This design comes from an exercise in tuning for small area on the open sky130 flow, not from production work. Only simulation tests tie the RTL to the original design; equivalence was not proved.

== main ==
==> flow/design.v (excerpt) <==
module pe_debug_top (
  input  logic                i_clk,
  input  logic                i_rst_n,
  input  logic                i_cs,
  input  logic                i_wr_rd,
  input  dbg_pkg::bus_addr_t  i_addr,
  input  dbg_pkg::bus_data_t  i_wdata,
  output logic                o_ack_n,
  output dbg_pkg::bus_data_t  o_rdata,
  input  dbg_pkg::ready_t     i_rx_inc,
  input  logic                i_mux_inc_dra,
  input  logic                i_mux_inc_dma,
  input  logic                i_mux_inc_conf,
  input  dbg_pkg::pe_vec_t    i_dist_inc,
  input  dbg_pkg::ready_t     i_peri_ready,
  input  dbg_pkg::pe_irq_t    i_pe_irq0,
  input  dbg_pkg::pe_irq_t    i_pe_irq1,
  input  dbg_pkg::pe_irq_t    i_pe_irq2,
  input  dbg_pkg::state_nib_t i_mux_state,
  input  dbg_pkg::usedw7_t    i_usedw_dma,
  input  dbg_pkg::usedw7_t    i_usedw_dra,
  input  dbg_pkg::usedw7_t    i_usedw_conf,
  input  logic                i_dist_state,
  input  dbg_pkg::state_nib_t i_out_state,
  input  dbg_pkg::pe_vec_t    i_dma_alf,
  input  dbg_pkg::usedw30_t   i_usedw_dmawr,
  input  dbg_pkg::usedw30_t   i_usedw_pbufrd,
  input  dbg_pkg::bus_data_t  i_pe_reg_value0,
  input  dbg_pkg::bus_data_t  i_pe_reg_value1,
  input  dbg_pkg::bus_data_t  i_pe_reg_value2,
  input  dbg_pkg::bus_data_t  i_pc0,
  input  dbg_pkg::bus_data_t  i_pc1,
  input  dbg_pkg::bus_data_t  i_pc2,
  output dbg_pkg::reg_id_t    o_pe_reg_id0,
  output dbg_pkg::reg_id_t    o_pe_reg_id1,
  output dbg_pkg::reg_id_t    o_pe_reg_id2
);
  localparam int NC = 10;
  localparam int LW = 4;
  localparam int UW = 32 - LW;
  logic [2:0] st_q;
  logic       ack_q;      
  logic       idle;
  logic       accept;
  dbg_pkg::region_t region;
  dbg_pkg::offset_t off;
  logic             is_core;
  assign region  = i_addr[19:16];
  assign off     = i_addr[2:0];
  assign is_core = (region == dbg_pkg::REGION_CORE);
  ...
export LEC_CHECK = 0
export CAP_MARGIN = 20
export CORE_MARGIN = 2
export CORE_UTILIZATION = 70
export SLEW_MARGIN = 20
create_clock -name core_clock -period 5.0 [get_ports {i_clk}]
standard.sh (not shown) runs the stock make flow with config.mk's settings and CLKGATE_MAP_FILE= SYNTH_SCRIPT=/design/flow/synth_recipe.tcl, a recipe that flattens the netlist after the stock synthesis.
==> flow/flow/run.sh <==
#!/bin/bash
# Standard layout (standard.sh, unchanged synthesis) with two changes:
#  - port buffers are plain buf_1 cells instead of the delay buffers
#    buffer_ports picks by default;
#  - clock tree built from clkbuf_4 with small sink clusters and no dummy
#    loads.
# standard.sh's full output goes to standard_flow.log; each ORFS step also
# writes its own log under orfs/logs.
set -euo pipefail
export BUFFER_PORTS_ARGS="-buffer_cell sky130_fd_sc_hd__buf_1"
export CTS_ARGS="-sink_clustering_enable -repair_clock_nets -dont_use_dummy_load -buf_list {sky130_fd_sc_hd__clkbuf_4} -sink_clustering_size 8 -sink_clustering_max_diameter 40"
bash standard.sh > standard_flow.log 2>&1
> inputs changed (main -> the feature branch)
- changing CORE_UTILIZATION from 70 to 60
diff --git a/flow/flow/run.sh b/flow/flow/run.sh
--- a/flow/flow/run.sh
+++ b/flow/flow/run.sh
@@ -11 +11 @@
-export CTS_ARGS="-sink_clustering_enable -repair_clock_nets -dont_use_dummy_load -buf_list {sky130_fd_sc_hd__clkbuf_4} -sink_clustering_size 8 -sink_clustering_max_diameter 40"
+export CTS_ARGS="-sink_clustering_enable -repair_clock_nets -dont_use_dummy_load -buf_list {sky130_fd_sc_hd__clkbuf_4} -sink_clustering_size 10 -sink_clustering_max_diameter 40"
[summary]
- Diode insertion count for antenna repair | the feature branch above main
- From main to the feature branch the numbers moved as follows: sequential share of layout area now sits at about the same level; slew at the pin closest to its max-slew limit now sits higher; clock-cell share of area now sits lower; count of clock buffers in the final design now sits lower; sum of met2 wire segment lengths after detailed routing now sits higher.
- The routed wire length number comes out lower for the feature branch vs main.
- From main to the feature branch the numbers moved as follows: headroom to the max-slew limit has decreased; global-route usage went down 9.2 points; hold slack decreased 53 ps; final area level.

## re-timing with driven ports
The flow's constraints put no driver on any port. The routed layouts listed below were extracted and timed again, unchanged, in two steps. Step 1 assumes that a clkbuf_16 drives the clock port and a buf_2 every other input. Step 2 also shifts input and output timing later by t, the mid clock arrival at the registers, as if the neighbouring blocks saw the same clock. Three values: ideal, step 1, step 2; two values: the first two.
run | shift t [ns] | setup slack, ns | hold slack, ns | latest minus earliest clock arrival (ns) | worst register clock-pin slew, ns
main | 0.773 | 0.790 / 0.793 / 0.020 | 0.280 / 0.257 / 0.300 | 0.137 / 0.136 | 0.10 / 0.10
the feature branch | 0.736 | 0.665 / 0.690 / -0.046 | 0.227 / 0.208 / 0.283 | 0.153 / 0.152 | 0.12 / 0.12
With both steps, setup timing fails in the feature branch, where it was met with ideal ports. For main, which loses most, drivers alone change the setup slack by +0.003 ns; drivers and shift together by -0.770 ns.
